Source: an optimization exercise on an open RTL-to-GDS flow (aim: a short achievable clock period). Production flows keep margins and buffers that such runs may drop. At most, simulation tests tie the RTL to the original design; equivalence was not proved. Power is estimated from default activity; no workload was simulated.

==> module imem_loader, before the edit <==
module imem_loader #(
  parameter int unsigned        DATA_W    = 32,
  parameter int unsigned        DEPTH     = 64,
  parameter logic [DATA_W-1:0]  HALT_WORD = DATA_W'(32'h0000007F),
  localparam int unsigned       CNT_W     = $clog2(DEPTH) + 1
) (
  input  logic              clk,
  input  logic              rst_n,
  input  logic              ld_start,
  input  logic              ld_valid,
  input  logic [DATA_W-1:0] ld_data,
  input  logic              ld_last,
  output logic              ld_ready,
  input  logic              req,
  input  logic [31:0]       pc,
  output logic              rsp_valid,
  output logic [DATA_W-1:0] inst,
  output logic              fault,
  output logic [1:0]        fault_cause,
  output logic              mem_ready,
  output logic [CNT_W-1:0]  loaded_cnt,
  output logic              ovf
);
  localparam int unsigned AW = $clog2(DEPTH);
  logic               st_load_q, st_load_d;
  logic               st_ready_q, st_ready_d;
  logic [CNT_W-1:0]   ptr_q, ptr_d;
  logic               ovf_q, ovf_d;
  logic               ld_ready_q, ld_ready_d;
  logic [DEPTH-1:0]   lm_q, lm_d;          
  logic [DEPTH-1:0]   wsel_q, wsel_d;      
  logic               full;
  logic               take;                
  logic [DATA_W-1:0]  mem [DEPTH];
  always_comb begin
    full       = ptr_q[AW];
    take       = st_load_q && ld_valid && !ld_start;
    st_load_d  = st_load_q;
    st_ready_d = st_ready_q;
    ptr_d      = ptr_q;
    ovf_d      = ovf_q;
    wsel_d     = wsel_q;
    if (ld_start) begin
      st_load_d  = 1'b1;
      st_ready_d = 1'b0;
      ptr_d      = '0;
      ovf_d      = 1'b0;
      wsel_d     = DEPTH'(1);
    end else if (take) begin
      if (!full) begin
        ptr_d  = ptr_q + 1'b1;
        wsel_d = wsel_q << 1;
      end else begin
        ovf_d = 1'b1;
      end
      if (ld_last) begin
        st_load_d  = 1'b0;
        st_ready_d = 1'b1;
        wsel_d     = '0;
      end
    end
    ld_ready_d = st_load_d && !ptr_d[AW];
    for (int i = 0; i < DEPTH; i++) lm_d[i] = st_ready_d && (ptr_d > CNT_W'(i));
  end
  always_ff @(posedge clk or negedge rst_n) begin
    if (!rst_n) begin
      st_load_q  <= 1'b0;
      st_ready_q <= 1'b0;
      ptr_q      <= '0;
      ovf_q      <= 1'b0;
      ld_ready_q <= 1'b0;
      wsel_q     <= '0;
      lm_q       <= '0;
    end else begin
      st_load_q  <= st_load_d;
      st_ready_q <= st_ready_d;
      ptr_q      <= ptr_d;
      ovf_q      <= ovf_d;
      ld_ready_q <= ld_ready_d;
      wsel_q     <= wsel_d;
      lm_q       <= lm_d;
    end
  end
  for (genvar i = 0; i < DEPTH; i++) begin : g_word
    always_ff @(posedge clk) begin
      if (take && wsel_q[i]) begin
        mem[i] <= ld_data;
      end
    end
  end
  localparam int unsigned LO = AW / 2;             
  localparam int unsigned HI = AW - LO;            
  logic               aligned;
  logic               in_range;
  logic [(1<<LO)-1:0] dec_lo;
  logic [(1<<HI)-1:0] dec_hi;
  logic [DEPTH-1:0]   wsel;                        
  logic               is_loaded;
  logic               addr_ok;
  logic               good;
  logic [1:0]         cause;
  always_comb begin
    aligned  = (pc[1:0] == 2'b00);
    in_range = ~|pc[31:2+AW];
    for (int k = 0; k < (1 << LO); k++) dec_lo[k] = (pc[2+LO-1:2] == LO'(k));
    for (int j = 0; j < (1 << HI); j++) dec_hi[j] = (pc[2+AW-1:2+LO] == HI'(j));
    for (int i = 0; i < DEPTH; i++) wsel[i] = dec_lo[i % (1 << LO)] && lm_q[i];
    is_loaded = 1'b0;
    for (int i = 0; i < DEPTH; i++) is_loaded = is_loaded | (wsel[i] && dec_hi[i >> LO]);
    addr_ok  = aligned && in_range;
    good     = addr_ok && is_loaded;
    if (!aligned)        cause = 2'b01;
    else if (!in_range)  cause = 2'b10;
    else if (!is_loaded) cause = 2'b11;
    else                 cause = 2'b00;
  end
  logic [(1<<HI)-1:0] sel_hi;
  logic [DATA_W-1:0]  grp [1<<HI];
  logic [DATA_W-1:0]  inst_d;
  always_comb begin
    for (int j = 0; j < (1 << HI); j++) sel_hi[j] = req && addr_ok && dec_hi[j];
    for (int j = 0; j < (1 << HI); j++) begin
      grp[j] = '0;
      for (int k = 0; k < (1 << LO); k++) begin
        grp[j] = grp[j] | ({DATA_W{wsel[j*(1<<LO) + k]}} & mem[j*(1<<LO) + k]);
      end
    end
    inst_d = ({DATA_W{!req}} & inst_q) | ({DATA_W{req && !good}} & HALT_WORD);
    for (int j = 0; j < (1 << HI); j++) begin
      inst_d = inst_d | ({DATA_W{sel_hi[j]}} & grp[j]);
    end
  end
  logic               rsp_valid_q;
  logic [DATA_W-1:0]  inst_q;
  logic               fault_q;
  logic [1:0]         cause_q;
  always_ff @(posedge clk or negedge rst_n) begin
    if (!rst_n) begin
      rsp_valid_q <= 1'b0;
      inst_q      <= '0;
      fault_q     <= 1'b0;
      cause_q     <= 2'b00;
    end else begin
      rsp_valid_q <= req;
      inst_q      <= inst_d;
      if (req) begin
        fault_q <= !good;
        cause_q <= cause;
      end
    end
  end
  assign rsp_valid   = rsp_valid_q;
  assign inst        = inst_q;
  assign fault       = fault_q;
  assign fault_cause = cause_q;
  assign mem_ready   = st_ready_q;
  assign loaded_cnt  = ptr_q;
  assign ld_ready    = ld_ready_q;
  assign ovf         = ovf_q;
endmodule
Settings: LEC_CHECK=0, ABC_CLOCK_PERIOD_IN_PS=1500, CAP_MARGIN=20, CORE_MARGIN=2, CORE_UTILIZATION=35, CTS_CLUSTER_DIAMETER=150, CTS_CLUSTER_SIZE=25, SETUP_SLACK_MARGIN=1.3, SLEW_MARGIN=20; clock period 3.0 ns.
standard.sh (not shown) runs the stock make flow with config.mk's settings and CLKGATE_MAP_FILE= SYNTH_SCRIPT=/design/flow/synth_recipe.tcl, a recipe that flattens the netlist after the stock synthesis.
==> flow/flow/run.sh <==
#!/bin/bash
# Standard layout with two changes to the cells the tools may pick:
# - the port buffers are plain buf_4 cells (buffer_ports otherwise picks a
#   delay buffer whose footprint the timing repair cannot resize), and
# - a222oi_1, which comes in a single weak size, is not used, so every gate
#   on the read path can be upsized by the timing repair.
# The platform's own don't-use list is kept and extended.
set -euo pipefail
plat_dont_use=$(awk '/^export DONT_USE_CELLS \+= /{on=1} on{print; if ($0 !~ /\\$/) exit}' \
  "$FLOW_HOME/platforms/sky130hd/config.mk" | grep -o 'sky130_fd_sc_hd__[a-z0-9_]*' | tr '\n' ' ')
echo "platform don't-use: $plat_dont_use" > run.log
bash standard.sh \
  "BUFFER_PORTS_ARGS=-buffer_cell sky130_fd_sc_hd__buf_4" \
  "DONT_USE_CELLS=$plat_dont_use sky130_fd_sc_hd__a222oi_1" \
  finish > standard.log 2>&1
Change:
--- a/flow/design.v
+++ b/flow/design.v
@@ -26,28 +26,34 @@
   logic               st_ready_q, st_ready_d;
   logic [CNT_W-1:0]   ptr_q, ptr_d;
+  logic [DEPTH-1:0]   th_q, th_d;          
+  logic [DEPTH-1:0]   wsel_q, wsel_d;      
+  logic [DEPTH-1:0]   lm_q, lm_d;          
   logic               ovf_q, ovf_d;
   logic               ld_ready_q, ld_ready_d;
-  logic [DEPTH-1:0]   lm_q, lm_d;          
-  logic [DEPTH-1:0]   wsel_q, wsel_d;      
   logic               full;
   logic               take;                
+  logic               wr_go;               
   logic [DATA_W-1:0]  mem [DEPTH];
   always_comb begin
-    full       = ptr_q[AW];
+    full       = th_q[DEPTH-1];
     take       = st_load_q && ld_valid && !ld_start;
+    wr_go      = ld_valid && !ld_start;    
     st_load_d  = st_load_q;
     st_ready_d = st_ready_q;
     ptr_d      = ptr_q;
+    th_d       = th_q;
+    wsel_d     = wsel_q;
     ovf_d      = ovf_q;
-    wsel_d     = wsel_q;
     if (ld_start) begin
       st_load_d  = 1'b1;
       st_ready_d = 1'b0;
       ptr_d      = '0;
+      th_d       = '0;
+      wsel_d     = DEPTH'(1);
       ovf_d      = 1'b0;
-      wsel_d     = DEPTH'(1);
     end else if (take) begin
       if (!full) begin
         ptr_d  = ptr_q + 1'b1;
+        th_d   = {th_q[DEPTH-2:0], 1'b1};
         wsel_d = wsel_q << 1;
       end else begin
@@ -60,6 +66,6 @@
       end
     end
-    ld_ready_d = st_load_d && !ptr_d[AW];
-    for (int i = 0; i < DEPTH; i++) lm_d[i] = st_ready_d && (ptr_d > CNT_W'(i));
+    ld_ready_d = st_load_d && !th_d[DEPTH-1];
+    lm_d       = {DEPTH{st_ready_d}} & th_d;
   end
   always_ff @(posedge clk or negedge rst_n) begin
@@ -68,21 +74,23 @@
       st_ready_q <= 1'b0;
       ptr_q      <= '0;
+      th_q       <= '0;
+      wsel_q     <= '0;
+      lm_q       <= '0;
       ovf_q      <= 1'b0;
       ld_ready_q <= 1'b0;
-      wsel_q     <= '0;
-      lm_q       <= '0;
     end else begin
       st_load_q  <= st_load_d;
       st_ready_q <= st_ready_d;
       ptr_q      <= ptr_d;
+      th_q       <= th_d;
+      wsel_q     <= wsel_d;
+      lm_q       <= lm_d;
       ovf_q      <= ovf_d;
       ld_ready_q <= ld_ready_d;
-      wsel_q     <= wsel_d;
-      lm_q       <= lm_d;
     end
   end
   for (genvar i = 0; i < DEPTH; i++) begin : g_word
     always_ff @(posedge clk) begin
-      if (take && wsel_q[i]) begin
+      if (wr_go && wsel_q[i]) begin
         mem[i] <= ld_data;
       end
@@ -95,5 +103,5 @@
   logic [(1<<LO)-1:0] dec_lo;
   logic [(1<<HI)-1:0] dec_hi;
-  logic [DEPTH-1:0]   wsel;                        
+  logic [DEPTH-1:0]   rsel;                        
   logic               is_loaded;
   logic               addr_ok;
@@ -105,7 +113,7 @@
     for (int k = 0; k < (1 << LO); k++) dec_lo[k] = (pc[2+LO-1:2] == LO'(k));
     for (int j = 0; j < (1 << HI); j++) dec_hi[j] = (pc[2+AW-1:2+LO] == HI'(j));
-    for (int i = 0; i < DEPTH; i++) wsel[i] = dec_lo[i % (1 << LO)] && lm_q[i];
+    for (int i = 0; i < DEPTH; i++) rsel[i] = dec_lo[i % (1 << LO)] && lm_q[i];
     is_loaded = 1'b0;
-    for (int i = 0; i < DEPTH; i++) is_loaded = is_loaded | (wsel[i] && dec_hi[i >> LO]);
+    for (int i = 0; i < DEPTH; i++) is_loaded = is_loaded | (rsel[i] && dec_hi[i >> LO]);
     addr_ok  = aligned && in_range;
     good     = addr_ok && is_loaded;
@@ -119,12 +127,12 @@
   logic [DATA_W-1:0]  inst_d;
   always_comb begin
-    for (int j = 0; j < (1 << HI); j++) sel_hi[j] = req && addr_ok && dec_hi[j];
+    for (int j = 0; j < (1 << HI); j++) sel_hi[j] = addr_ok && dec_hi[j];
     for (int j = 0; j < (1 << HI); j++) begin
       grp[j] = '0;
       for (int k = 0; k < (1 << LO); k++) begin
-        grp[j] = grp[j] | ({DATA_W{wsel[j*(1<<LO) + k]}} & mem[j*(1<<LO) + k]);
+        grp[j] = grp[j] | ({DATA_W{rsel[j*(1<<LO) + k]}} & mem[j*(1<<LO) + k]);
       end
     end
-    inst_d = ({DATA_W{!req}} & inst_q) | ({DATA_W{req && !good}} & HALT_WORD);
+    inst_d = {DATA_W{!good}} & HALT_WORD;
     for (int j = 0; j < (1 << HI); j++) begin
       inst_d = inst_d | ({DATA_W{sel_hi[j]}} & grp[j]);
@@ -143,6 +151,6 @@
     end else begin
       rsp_valid_q <= req;
-      inst_q      <= inst_d;
       if (req) begin
+        inst_q  <= inst_d;
         fault_q <= !good;
         cause_q <= cause;
=>
- routed wire length falls by about a fifth
- cell area falls by a few percent
- power rises slightly
- final cell count falls slightly
- setup slack improves by 76 ps
- count of clock-buffer cells in the layout rises by 8
- die area rises by a few percent
- via count falls by a little under a tenth
- non-clock buffer count falls by 454
- worst hold slack improves by 94 ps
Function not checked in the second run of this note: the RTL went through the layout flow alone.

-- re-timing with driven ports --
Ports are ideal in the flow. The routed layouts listed here were re-timed in OpenROAD. Step 1, drivers: a clkbuf_16 drives clk and a buf_2 each remaining input, both assumed. Step 2 times the ports against the registers' clock, not the clock port: input delays grow and output delays shrink by t, the midpoint of the rising clock arrivals with the driver on. a / b / c = ideal ports / drivers / drivers and shift; a / b = the first two.
run	t (ns)	slack for setup (ns)	hold slack, ns	worst setup path after step 2
the first run	0.911	0.294 / 0.294 / -0.446	0.056 / 0.003 / 0.543	input to register
the second run	0.862	0.370 / 0.409 / -0.445	0.150 / 0.101 / 0.486	input to register
With both steps, setup timing fails in the first run and the second run, where it was met with ideal ports. For the second run, which loses most, drivers alone change the setup slack by +0.039 ns; drivers and shift together by -0.815 ns.
